From an optimization exercise on the open Yosys and OpenROAD flow, aimed at small area, a short achievable clock period and few clock cycles per item; shortcuts taken in it are not production practice. RTL that was checked went through simulation tests only; none was proved equivalent to the original. Power and IR drop assume default switching activity.

## run A
==> flow/design.v (excerpt) <==
module cnn_pool
#(
    parameter int IMG_DIM = cnn_geom_pkg::DEF_IMG_DIM
)
(
    input  logic     clk,
    input  logic     reset,
    input  logic     i_start,
    input  wb_bus_pkg::wb_addr_t i_src_base,
    input  wb_bus_pkg::wb_addr_t i_dst_base,
    input  wb_bus_pkg::wb_data_t i_rd_dat,
    input  logic     i_rd_ack,
    input  logic     i_wr_ack,
    output logic     o_rd_cyc,
    output logic     o_rd_stb,
    output wb_bus_pkg::wb_addr_t o_rd_adr,
    output logic     o_wr_cyc,
    output logic     o_wr_stb,
    output logic     o_wr_we,
    output wb_bus_pkg::wb_addr_t o_wr_adr,
    output wb_bus_pkg::wb_data_t o_wr_dat,
    output logic     o_busy,
    output logic     o_done
);
For scale: about 2800 cells after synthesis, roughly 590 flip-flops, about 110 I/O pins, ~35000 sq um of cells after synthesis.
clock: 9.0 ns
lec_check: 0
cap_margin: 20
core_margin: 2
core_utilization: 40
setup_slack_margin: 5
slew_margin: 20
synth_hierarchical: 1
synth_minimum_keep_size: 0
standard.sh (not shown) runs the stock make flow with config.mk's settings and CLKGATE_MAP_FILE= SYNTH_SCRIPT=/design/flow/synth_recipe.tcl, a recipe that flattens the netlist after the stock synthesis.
==> flow/flow/run.sh <==
#!/bin/bash
set -euo pipefail
SETUP_MARGIN=${SETUP_MARGIN:-6.2}
bash standard.sh \
    "BUFFER_PORTS_ARGS=-buffer_cell sky130_fd_sc_hd__buf_2" \
    "SETUP_SLACK_MARGIN=${SETUP_MARGIN}" \
    finish > flow_make.log 2>&1
Run A went all the way through the flow, and no timing, DRC or antenna check failed.
Testbench counts of run A, summed over its fixed seeds: cycles 8,640, jobs 96.
The inputs of run B differ from those of run A as listed below.
Settings: CTS_CLUSTER_SIZE: unset -> 24; CTS_CLUSTER_DIAMETER: unset -> 80.
diff --git a/flow/flow/run.sh b/flow/flow/run.sh
--- a/flow/flow/run.sh
+++ b/flow/flow/run.sh
@@ -3 +3 @@
-SETUP_MARGIN=${SETUP_MARGIN:-6.2}
+SETUP_MARGIN=${SETUP_MARGIN:-6}
- Across both runs, final period utilization was lower for run B than for run A.
- The number of CTS-inserted buffers reported for run B is smaller than that of run A by 44%.
- According to the power report, total power for run B is lower than for run A.
- Via count of the first global-routing pass went down by a few percent going from run A to run B.
- From run A to run B the numbers moved as follows: worst setup slack went up; critical path depth went down 1.
- Diff run A..run B | count of maximum capacitance violations | unchanged
- Compared with run A, run B shows wire length of the first global-routing pass that has gone down by a few percent.
- Diff run A -> run B | sequential power | decrease of about 1%
- Looking at timing startpoint of the critical path, the msk[1] result is from run A; the msk[0] one comes from run B.
[inputs] run C vs run B
Settings: CTS_CLUSTER_SIZE no longer set, was 24; CTS_CLUSTER_DIAMETER no longer set, was 80.
diff --git a/flow/flow/run.sh b/flow/flow/run.sh
--- a/flow/flow/run.sh
+++ b/flow/flow/run.sh
@@ -3 +3 @@
-SETUP_MARGIN=${SETUP_MARGIN:-6}
+SETUP_MARGIN=${SETUP_MARGIN:-5.8}
[summary]
Going from run B to run C, total power grew by more than 10%.
Taking run B as the reference point, the area growth from synthesis to layout of run C falls by 0.61 points.
Run C went all the way through the flow, and no timing, DRC or antenna check failed.
Delta(layout buffering overhead excluding clock cells, run C - run B) < 0
Run C vs. run B: setup slack went down; proportion of total power due to net switching went down.
The following lists how run D was set up differently from run C:
diff --git a/flow/flow/run.sh b/flow/flow/run.sh
--- a/flow/flow/run.sh
+++ b/flow/flow/run.sh
@@ -3 +3 @@
-SETUP_MARGIN=${SETUP_MARGIN:-5.8}
+SETUP_MARGIN=${SETUP_MARGIN:-6}
==> notes.md <==
- In terms of total placed instance area, run C and run D differ only marginally.
- Highest fanout seen on the critical path, run D and run C: higher on run C
- [compare] base=run C new=run D: footprint of the multi-input gates shows an increase of about 2.2%; critical path's largest stage delay fell 80 ps; worst setup slack climbed 97 ps; final wirelength went down by 4.2%.
- Clock share of power (lower): run C
- Relative contribution of combinational cells to total power for run D: 0.5 points down relative to run C
- Higher share of the final layout cell area in multi-input gates goes to run C over run D.
- Switching power share of the total delta for run D relative to run C: 1.2 points lower

## ember
cnn_pool again, from the RTL that the note above started with.
Settings: LEC_CHECK=0, CAP_MARGIN=20, CORE_MARGIN=2, CORE_UTILIZATION=40, PLACE_DENSITY=0.75, SETUP_SLACK_MARGIN=5, SLEW_MARGIN=20, SYNTH_HIERARCHICAL=1, SYNTH_MINIMUM_KEEP_SIZE=0; clock period 9.0 ns.
==> flow/flow/run.sh <==
#!/bin/bash
set -euo pipefail
SETUP_MARGIN=${SETUP_MARGIN:-6}
bash standard.sh \
    "BUFFER_PORTS_ARGS=-buffer_cell sky130_fd_sc_hd__buf_2" \
    "SETUP_SLACK_MARGIN=${SETUP_MARGIN}" \
    finish > flow_make.log 2>&1
Testbench counts of ember, summed over its fixed seeds: cycles 8,640, jobs 96.
--- input diff ember..lagoon ---
diff --git a/flow/config.mk b/flow/config.mk
--- a/flow/config.mk
+++ b/flow/config.mk
@@ -10,3 +10,4 @@
 export CORE_UTILIZATION = 40
-export PLACE_DENSITY = 0.75
+export CTS_CLUSTER_DIAMETER = 90
+export CTS_CLUSTER_SIZE = 28
 export SETUP_SLACK_MARGIN = 5
Notes after the runs:
Taking ember as the reference, in lagoon final area fell by 1.3%, setup slack of the critical path after layout rose by 0.020 ns, multiplexer area fraction after synthesis stayed essentially flat, post-layout utilization of the core fell by 0.61 points.
Reported leakage power shrinks slightly when moving from ember to lagoon.
Compared to ember, lagoon has overall via count from detail_route about 2.3% lower.
lagoon reports a higher clock-pin transition on the worst setup and hold timing paths than ember does.
The inputs of onyx differ from those of lagoon as listed below.
diff --git a/flow/config.mk b/flow/config.mk
--- a/flow/config.mk
+++ b/flow/config.mk
@@ -10,4 +10,3 @@
 export CORE_UTILIZATION = 40
-export CTS_CLUSTER_DIAMETER = 90
-export CTS_CLUSTER_SIZE = 28
+export CTS_BUF_LIST = sky130_fd_sc_hd__clkbuf_4 sky130_fd_sc_hd__clkbuf_8
 export SETUP_SLACK_MARGIN = 5
==> notes.md <==
onyx has achievable clock frequency below what lagoon had. lagoon → onyx: worst setup slack lost 0.043 ns, clock power has increased, clock skew did not really move, utilization of the core after routing went up by 1.8 points.

cnn_pool, a different RTL version from the one above (not shown whole).
Size: roughly 2700 cells after synthesis, roughly 590 flip-flops, ~35000 µm² of cells after synthesis.
Settings: LEC_CHECK=0, CAP_MARGIN=20, CORE_MARGIN=2, CORE_UTILIZATION=55, SETUP_SLACK_MARGIN=5, SLEW_MARGIN=20, SYNTH_HIERARCHICAL=1, SYNTH_MINIMUM_KEEP_SIZE=0; clock period 9.0 ns.
Scripts as last shown in full above: flow/flow/run.sh
The baseline completed with no timing, DRC or antenna violations.
Testbench counts at the start, summed over its fixed seeds: cycles 8,544, jobs 96.
Next try:
Settings changed: CORE_UTILIZATION 55 to 40.
Result: The new run finished with timing, DRC and antenna clean. Utilization came out lower by 17 points. Via count climbs slightly. Total power came out higher by a few percent. Wire length climbs slightly.

cnn_pool, a different RTL version from the one above (not shown whole).
For scale: roughly 580 flip-flops, ~110 I/O pins.
clock: 9.0 ns
lec_check: 0
cap_margin: 20
core_margin: 2
core_utilization: 40
setup_slack_margin: 5
slew_margin: 20
synth_hierarchical: 1
synth_minimum_keep_size: 0
run.sh (not shown) runs the stock make flow with config.mk's settings and CLKGATE_MAP_FILE= SYNTH_SCRIPT=/design/flow/synth_recipe.tcl, a recipe that flattens the netlist after the stock synthesis.
Stock flow here: none of the scripts above is used.
The starting point finished with timing, DRC and antenna clean.
Testbench counts at the start, summed over its fixed seeds: cycles 8,640, jobs 96.
Then changed:
==> flow/flow/run.sh (new file) <==
#!/bin/bash
set -euo pipefail
SETUP_MARGIN=${SETUP_MARGIN:-6}
bash standard.sh \
    "BUFFER_PORTS_ARGS=-buffer_cell sky130_fd_sc_hd__buf_2" \
    "SETUP_SLACK_MARGIN=${SETUP_MARGIN}" \
    finish > flow_make.log 2>&1
==> flow/standard.sh (new file) <==
#!/bin/bash
# synth_recipe.tcl (not shown) runs the flow's synth.tcl, then flattens the netlist and writes it again
# the make line also repeats each setting of config.mk as NAME=value (left out here)
make -C /OpenROAD-flow-scripts/flow DESIGN_CONFIG=/design/flow/config.mk WORK_HOME=/design/flow/orfs CLKGATE_MAP_FILE= SYNTH_SCRIPT=/design/flow/synth_recipe.tcl "${@:-finish}"
removed: flow/run.sh
Outcome: Non-clock buffer count increases by 139. Sequential power hardly moves. Power goes up by 4.8%. Utilization climbs by 2.4 points. Count of clock-buffer cells in the layout drops by 1. Synthesized area does not change.
Then changed:
==> flow/run.sh (new file) <==
#!/bin/bash
# synth_recipe.tcl (not shown) runs the flow's synth.tcl, then flattens the netlist and writes it again
# the make line also repeats each setting of config.mk as NAME=value (left out here)
make -C /OpenROAD-flow-scripts/flow DESIGN_CONFIG=/design/flow/config.mk WORK_HOME=/design/flow/orfs CLKGATE_MAP_FILE= SYNTH_SCRIPT=/design/flow/synth_recipe.tcl finish
ABC_CLOCK_PERIOD_IN_PS = 3000   (was not set)
removed: flow/flow/run.sh
removed: flow/standard.sh
Final area fell by 5.1%.
Worst setup slack loses 660 ps.
First-iteration DRC count fell by 6.2%.
Sequential power barely changes.
Clock power fell by about 13%.
Total power fell by 4.6%.
Final cell count fell by about 3.7%.
Die area stays the same.

Another version of the RTL of cnn_pool (not shown whole).
Size in the first run: about 2700 cells after synthesis, roughly 680 flip-flops, ~110 I/O pins, about 0.036 mm2 of cells after synthesis.
==> flow/config.mk <==
export PLATFORM = sky130hd
export DESIGN_NAME = cnn_pool
export DESIGN_NICKNAME = cnn_pool
export VERILOG_FILES = /design/flow/design.v
export SDC_FILE = /design/flow/constraint.sdc
export NUM_CORES = 4
export LEC_CHECK = 0
export CAP_MARGIN = 20
export CORE_MARGIN = 2
export CORE_UTILIZATION = 40
export SETUP_SLACK_MARGIN = 5
export SLEW_MARGIN = 20
export SYNTH_HIERARCHICAL = 1
export SYNTH_MINIMUM_KEEP_SIZE = 0
==> flow/constraint.sdc <==
create_clock -name core_clock -period 9.0 [get_ports {clk}]
set_input_delay 1.8000 -clock core_clock [delete_from_list [all_inputs] [get_ports {clk}]]
set_output_delay 1.8000 -clock core_clock [all_outputs]
set_load 0.01 [all_outputs]
Stock flow here: none of the scripts above is used.
Next try:
==> flow/flow/run.sh (new file) <==
#!/bin/bash
set -euo pipefail
SETUP_MARGIN=${SETUP_MARGIN:-6}
bash standard.sh \
    "BUFFER_PORTS_ARGS=-buffer_cell sky130_fd_sc_hd__buf_2" \
    "SETUP_SLACK_MARGIN=${SETUP_MARGIN}" \
    finish > flow_make.log 2>&1
==> flow/standard.sh (new file) <==
#!/bin/bash
# synth_recipe.tcl (not shown) runs the flow's synth.tcl, then flattens the netlist and writes it again
# the make line also repeats each setting of config.mk as NAME=value (left out here)
make -C /OpenROAD-flow-scripts/flow DESIGN_CONFIG=/design/flow/config.mk WORK_HOME=/design/flow/orfs CLKGATE_MAP_FILE= SYNTH_SCRIPT=/design/flow/synth_recipe.tcl "${@:-finish}"
removed: flow/run.sh
Utilization rises by 2.2 points.
Area after synthesis does not change.
Wire length rises by about 5%.
First-iteration DRC count rises by 20%.
Function was not checked in any run of this note: the RTL went through the layout flow alone.

## re-timing with driven ports
The flow's constraints put no driver on any port. The routed layouts listed below were extracted and timed again, unchanged, in two steps.
Step 1 sets driving cells, clkbuf_16 on the clock port and buf_2 on the other inputs (assumed; they add their load-dependent delay and slew).
Step 2 moves the port delays by t, midway between the first and last clock arrival at a register: inputs arrive t later, outputs are due t later. That takes back most of the time a late clock gives input paths.
Slacks: ideal / step 1 / step 2; pairs: ideal / step 1.
run	shift t [ns]	setup WS [ns]	worst hold slack (ns)	worst slew at a driven data input, ns	pins driven straight from the clock port
run A	0.667	5.891 / 5.891 / 5.553	0.304 / 0.304 / 0.304	0.05	1
run B	0.645	5.914 / 5.914 / 5.391	0.329 / 0.329 / 0.329	0.04	1
run C	0.656	5.833 / 5.823 / 5.556	0.324 / 0.324 / 0.324	0.04	1
run D	0.671	5.930 / 5.930 / 5.386	0.323 / 0.323 / 0.323	0.04	1
ember	0.681	5.890 / 5.890 / 5.460	0.307 / 0.307 / 0.307	0.05	1
lagoon	0.703	5.910 / 5.889 / 5.439	0.299 / 0.299 / 0.299	0.04	1
onyx	0.758	5.867 / 5.849 / 5.397	0.299 / 0.299 / 0.299	0.04	1
the first run of note 3	0.693	5.511 / 5.511 / 5.511	0.325 / 0.325 / 0.325	0.04	1
the second run of note 3	0.663	5.588 / 5.588 / 5.588	0.323 / 0.323 / 0.323	0.04	1
the first run of note 4	0.677	5.250 / 5.189 / 5.286	0.321 / 0.321 / 0.321	0.06	1
the second run of note 4	0.674	5.913 / 5.913 / 5.774	0.324 / 0.324 / 0.324	0.05	1
the third run of note 4	0.677	5.250 / 5.189 / 5.286	0.321 / 0.321 / 0.321	0.06	1
the first run of note 5	0.699	5.303 / 5.251 / 5.046	0.325 / 0.325 / 0.325	0.05	1
the second run of note 5	0.694	5.978 / 5.925 / 5.503	0.326 / 0.326 / 0.326	0.04	1
After both steps setup and hold are still met in every run listed. The setup slack of run D, which loses most, moves by 0.000 ns with the drivers and by -0.544 ns with both steps.
